Background: an optimization exercise with open tools, aiming at small area, a short achievable clock period and few clock cycles per item. Do not read the settings as production practice. Function was checked by simulation only, so behaviour that the tests miss may differ from the original.

==> flow/design.v (outline; a module is shown in full before it is edited, if it fits) <==
// module svf_multichannel: 190 lines
// module svf_benc: 16 lines
// module svf_fa: 4 lines
// module svf_ha: 4 lines
// module svf_mac_f: 559 lines
// module svf_mac_q: 609 lines
// module svf_s2: 132 lines
module svf_multichannel #(
  parameter int SAMPLE_BITS = 16,
  parameter int CHANNELS    = 4,
  parameter int COEF_BITS   = 18
) (
  input  logic                            clk,
  input  logic                            rst,
  input  logic                            sample_clk,
  input  logic [CHANNELS*SAMPLE_BITS-1:0] in_data,
  input  logic [CHANNELS*COEF_BITS-1:0]   F,
  input  logic [CHANNELS*COEF_BITS-1:0]   Q1,
  input  logic [CHANNELS*2-1:0]           mode,
  input  logic [CHANNELS-1:0]             clear,
  output logic [CHANNELS*SAMPLE_BITS-1:0] out_data,
  output logic                            out_valid,
  output logic                            busy,
  output logic                            overrun
);
  // ...
==> flow/flow/run.sh <==
#!/bin/bash
# The standard layout (standard synthesis included), with two changes to how the
# layout is made: timing repair is asked to leave more setup slack than the default,
# so that paths end up well inside the period, and the port buffers are buf_1 cells.
set -euo pipefail
bash standard.sh SETUP_SLACK_MARGIN=8 "BUFFER_PORTS_ARGS=-buffer_cell sky130_fd_sc_hd__buf_1" finish > standard_flow.log 2>&1
==> flow/standard.sh <==
#!/bin/bash
# synth_recipe.tcl (not shown) runs the flow's synth.tcl, then flattens the netlist and writes it again
# the make line also repeats each setting of config.mk as NAME=value (left out here)
make -C /OpenROAD-flow-scripts/flow DESIGN_CONFIG=/design/flow/config.mk WORK_HOME=/design/flow/orfs CLKGATE_MAP_FILE= SYNTH_SCRIPT=/design/flow/synth_recipe.tcl "${@:-finish}"
==> flow/config.mk <==
export PLATFORM = sky130hd
export DESIGN_NAME = svf_multichannel
export DESIGN_NICKNAME = svf_multichannel
export VERILOG_FILES = /design/flow/design.v
export SDC_FILE = /design/flow/constraint.sdc
export NUM_CORES = 4
export LEC_CHECK = 0
export CAP_MARGIN = 20
export CORE_MARGIN = 2
export CORE_UTILIZATION = 55
export SLEW_MARGIN = 20
export SYNTH_HIERARCHICAL = 1
==> flow/constraint.sdc <==
create_clock -name core_clock -period 12.0 [get_ports {clk}]
set_input_delay 2.4000 -clock core_clock [delete_from_list [all_inputs] [get_ports {clk}]]
set_output_delay 2.4000 -clock core_clock [all_outputs]
set_load 0.01 [all_outputs]
==> metrics.md, run 1 <==
| Metric | Value |
|---|---|
| Status | finished clean |
| Sequential-to-total area share from yosys stat | roughly a third |
| Core area | about 84000 um^2 |
| WP data required | 12.53 ns |
| # IOs | 290 |
| Cells on worst reg2reg path | 12 |
| Final #Nets | between 4000 and 5000 |
| Max incr delay on CP | approximately 0.54 ns |
| Most Crowded Layer GR | met2 |
| CP Buf/Inv Count | 1 |
| M1 GR Usage | 36.8% |
| Met2 usage | between 40 and 50% |
| Total grt overflow | 0 |
| Worst skew pair latency | between 0.6 and 0.7 ns |
| Crit path to | ql2_reg$_DFF_P_ |
| FP Rows | about 110 |
| Worst-path clk slew | roughly 0.07 ns |
| Top cells by area, synth | dfxtp_1 (23%), fa_1 (21%), xnor2_1 (10%) |
| Design Area, Final | 49600 um^2 |
| Worst-Margin Slew | approximately 1.2 ns |
| Htree depth | 3 |
| Commonest cells after routing, fill and taps aside | xnor2_1 (553), dfxtp_1 (498), fa_1 (479) |
| Post-CTS Setup Inserts | 2 |
Testbench counts, summed over its fixed seeds: cycles 25,608, frames 3,200.
==> run 2, diff against run 1 <==
--- a/flow/config.mk
+++ b/flow/config.mk
@@ -7,6 +7,9 @@
 export LEC_CHECK = 0
 export CAP_MARGIN = 20
 export CORE_MARGIN = 2
-export CORE_UTILIZATION = 55
+export CORE_UTILIZATION = 60
+export CTS_BUF_LIST = sky130_fd_sc_hd__clkbuf_8
+export CTS_CLUSTER_DIAMETER = 50
+export CTS_CLUSTER_SIZE = 20
 export SLEW_MARGIN = 20
 export SYNTH_HIERARCHICAL = 1
==> run 2 against run 1 <==
Compared with the run above: via count increased by 3.4%; flip-flop and latch count unchanged; cell area decreased by 0.62%; setup slack got worse by 0.10 ns; wire length increased by 6.0%; first-iteration DRC count increased by 1.8%; synthesized cell count unchanged; cell count decreased by 1.2%; core utilization increased by 4.7 points; worst hold slack improved by 0.020 ns.
==> metrics.md, run 2 <==
| Metric | Value |
|---|---|
| Status | finished clean (unchanged) |
| DR vias/cell | 6.06 (was 5.79) |
| Crit path to | ql2_reg$_DFF_P_ (unchanged) |
| Non-Filler Instances | 5095 (was 5158) |
| Antenna viol nets, final | 0 (unchanged) |
| R2r setup slk | 7.97 ns (was 8.07 ns) |
| Synth Area per Inst | 11.8 um^2 (unchanged) |
| Area Growth Syn to Fin | 5.81% (was 6.47%) |
| Worst-path clk slew | 0.09 ns (was 0.07 ns) |
| CTS Buf Count | 75 (was 76) |
| WL/cell | 25.1 um (was 23.4 um) |
| Commonest non-fill, non-tap cell in the layout | xnor2_1 (unchanged) |
| EDFF count, synth | 152 (unchanged) |
| FMAX | 248 MHz (was 255 MHz) |
| Post-synth ARST share | 0% (unchanged) |
| Yosys reg bits | 682 (unchanged) |
| Placed Area | 46500 um^2 (about the same) |
| Crit. End Element | flop (unchanged) |
| Die Ht | 283 um (was 295 um) |
| Clock Skew | 0.0551 ns (was 0.0535 ns) |
| Post-Syn Area | 46600 um^2 (unchanged) |
| Buffers on Ports | 289 (unchanged) |
| Crit path max fanout | 6 (was 37) |
| Startpoint types | flop (unchanged) |
| Crit. Startpoint | bp_reg[3][9]$_DFFE_PP_ (was bp_reg[3][2]$_DFFE_PP_) |
| Top FF cell, synth | dfxtp_1 (unchanged) |
| Top cells by area, synth | dfxtp_1 (23%), fa_1 (21%), xnor2_1 (10%) (unchanged) |
| Die width | 283 um (was 295 um) |
| Max Buffers Root-to-Sink | 3 (unchanged) |
| Clock sink total | 682 (unchanged) |
| FP Rows | 102 (was 106) |
| Number of antenna violations at the first check in global routing | 4 (was 1) |
| Crit Reg-Reg Startpoint | bp_reg[3][9]$_DFFE_PP_ (was bp_reg[3][2]$_DFFE_PP_) |
| Fraction of layout cells with a size suffix above 1 | 14.0% (was 12.4%) |
| RSZ-0062 raised after global routing | yes (unchanged) |
| Worst-Margin Slew | 1.20 ns (was 1.22 ns) |
| End of the worst register-to-register path | ql2_reg$_DFF_P_ (unchanged) |
| Worst Setup Path Type | reg2reg (unchanged) |
| Largest net degree at the start of global routing | 167 (was 78) |
| DRT Pass-1 Iters | 6 (was 7) |
| Syn nets | 4898 (unchanged) |
| Total grt overflow | 0 (unchanged) |
| Fillers | 6165 (was 7080) |
| Htree depth | 3 (unchanged) |
| Synth area leader | dfxtp_1 (unchanged) |
| Sequential-to-total area share from yosys stat | 32.6% (unchanged) |
| Final Slew Violations | 0 (unchanged) |
| Iter 0 DRT Violations | 2537 (was 2492) |
| Vias in the first global route | 32364 (was 31196) |
| Final #Nets | 4925 (was 4894) |
| Synth top cells by count | xnor2_1 (555), dfxtp_1 (530), fa_1 (480) (unchanged) |
| DP HPWL | 88.9 mm (was 83.3 mm) |
| Setup violations, final | 0 (unchanged) |
| Crit path DAT | 4.56 ns (was 4.45 ns) |
| Unique masters post-synth | 85 (unchanged) |
| WL final | 128 mm (was 121 mm) |
| Synth Instances | 3963 (unchanged) |
| Post-layout min period | 4.03 ns (was 3.93 ns) |
| Max_slew headroom | 20.1% (was 18.4%) |
| First-pass GRT wire length | 190 mm (was 185 mm) |
| DRC | 0 (unchanged) |
| Initial Util | 60.3% (was 55.6%) |
| Yosys warnings | 24 (unchanged) |
| Final-report hold violation count | 0 (unchanged) |
| Core area | 77200 um^2 (was 83800 um^2) |
| Maxcap violations | 0 (unchanged) |
| Cells on worst reg2reg path | 12 (unchanged) |
| Global Route Usage Sum | 31.4% (was 27.9%) |
| Count leader, synth | xnor2_1 (unchanged) |
| CTS tree | built (unchanged) |
| Top cell type's share of synthesized area | 22.8% (unchanged) |
| Die Area | 79900 um^2 (was 87100 um^2) |
| Hold WS | 0.327 ns (was 0.307 ns) |
| Design Area, Final | 49300 um^2 (was 49600 um^2) |
| Setup TNS | 0 ns (unchanged) |
| Fin crit share | 33.5% (was 32.7%) |
| Commonest cells after routing, fill and taps aside | xnor2_1 (550), dfxtp_1 (499), fa_1 (470) (was xnor2_1 (553), dfxtp_1 (498), fa_1 (479)) |
| WP data required | 12.53 ns (about the same) |
| Worst slack at placement | 7.62 ns (was 7.71 ns) |
| Inst Count DP | 4913 (was 5002) |
| Worst skew pair latency | 0.71 ns (was 0.65 ns) |
| Gpl congestion | 0.964 (was 0.894) |
| # IOs | 290 (unchanged) |
| DR vias | 30889 (was 29872) |
| Root buf cell | clkbuf_8 (was clkbuf_16) |
| Final WS setup | 7.97 ns (was 8.07 ns) |
| HP Class | reg2reg (unchanged) |
==> run 2: metrics by stage <==
stage,utilization (%)
floorplan,-
CTS,62.8
detailed placement,60.2
finish,63.8
global placement,60.2
global route,63.8
==> run 2: final cells by class <==
type                    count  area (um^2)  share of cell area (%)
diodes                      4         10.0                  0.0203
repair buffers            416         2420                    4.92
multi-input cells        2615        27700                    56.2
inverters                 200          751                    1.52
clock buffers              79         1090                    2.21
flip-flops and latches    682        15200                    30.9
clock inverters            59          785                    1.59
well taps                1040         1300                    2.64
==> run 2: worst min-delay path by stage <==
stage / from / end / depth (start not counted)
floorplan: fd2_reg[0]$_DFF_P_ / fd3_reg[0]$_DFF_P_ / 0
global route: fd2_reg[0]$_DFF_P_ / fd3_reg[0]$_DFF_P_ / 0
finish: fd2_reg[0]$_DFF_P_ / fd3_reg[0]$_DFF_P_ / 0
detailed placement: fd2_reg[15]$_DFF_P_ / fd3_reg[15]$_DFF_P_ / 0
CTS: fd2_reg[7]$_DFF_P_ / fd3_reg[7]$_DFF_P_ / 0
global placement: fd2_reg[25]$_DFF_P_ / fd3_reg[25]$_DFF_P_ / 0
==> run 2: metal layers <==
| metal | global-route usage, % | vias to the layer above | routed length [um] |
|---|---|---|---|
| li1 | - | 13526 | - |
| met1 | 40.2 | 15387 | 51000 |
| met2 | 52.2 | 1669 | 61100 |
| met3 | 5.62 | 303 | 10800 |
| met4 | 13.9 | 4 | 5070 |
| met5 | 0 | - | 28 |
==> run 2: worst max-delay path: stages (launching register included) <==
cell      delay, ns
edfxtp_1       0.52
buf_12         0.21
a22oi_1        0.24
xnor2_1        0.19
fa_2           0.49
fa_1           0.53
fa_1           0.45
fa_1           0.44
ha_1           0.33
a21oi_1        0.18
o21ai_1        0.10
a21oi_1        0.11
o21ai_1        0.08
==> run 2: timing repair <==
action / 4_1_cts / 5_1_grt
endpoints found under the hold margin: 0 / 0
hold buffers: 0 / 0
setup endpoints to repair: 66 / 47
pin swaps: 2 / 39
gates resized for setup: 48 / 95
gates cloned: 0 / 8
buffers inserted: 3 / 29
==> run 2: logic make-up (layout without fill, tap and decap cells) <==
logic type | after synthesis | in the layout | synth area share (%)
xor gates and xnor gates | 613 | 613 | 11.5
buffers and inverters | 666 | 754 | 8.53
adders and majority gates | 712 | 712 | 26.9
other | 0 | 4 | 0
DFF | 682 | 682 | 32.6
muxes | 173 | 173 | 4.16
and+or+nand+nor | 264 | 264 | 2.80
AOI/OAI and AO/OA | 853 | 853 | 13.5
==> run 2: per-module statistics from Yosys, one instance, submodules excluded, a selection <==
module | cells | times used | cell area (um^2)
svf_multichannel | 1293 | 1 | 20200
svf_mac_f | 564 | 2 | 4430
svf_s2 | 287 | 1 | 1990
svf_fa | 1 | 477 | 20.0
svf_benc | 43 | 2 | 299
svf_mac_q | 606 | 1 | 4320

[separate check: timing with driven ports]
Ports are ideal in the flow. The routed layouts listed here were re-timed in OpenROAD.
Step 1: set_driving_cell puts a clkbuf_16 on clk and a buf_2 on each other input, an assumption about the parent block.
Step 2 moves the port delays by t, midway between the first and last clock arrival at a register: inputs arrive t later, outputs are due t later. That takes back most of the time a late clock gives input paths.
a / b / c = ideal / step 1 / step 2; a / b = the first two.
run | shift t [ns] | slack for setup (ns) | worst hold slack (ns)
run 1 | 0.685 | 8.075 / 8.047 / 7.680 | 0.307 / 0.307 / 0.307
run 2 | 0.752 | 7.974 / 7.974 / 7.801 | 0.327 / 0.327 / 0.327
After both steps setup and hold are still met in every run listed. The setup slack of run 1, which loses most, moves by -0.028 ns with the drivers and by -0.395 ns with both steps.
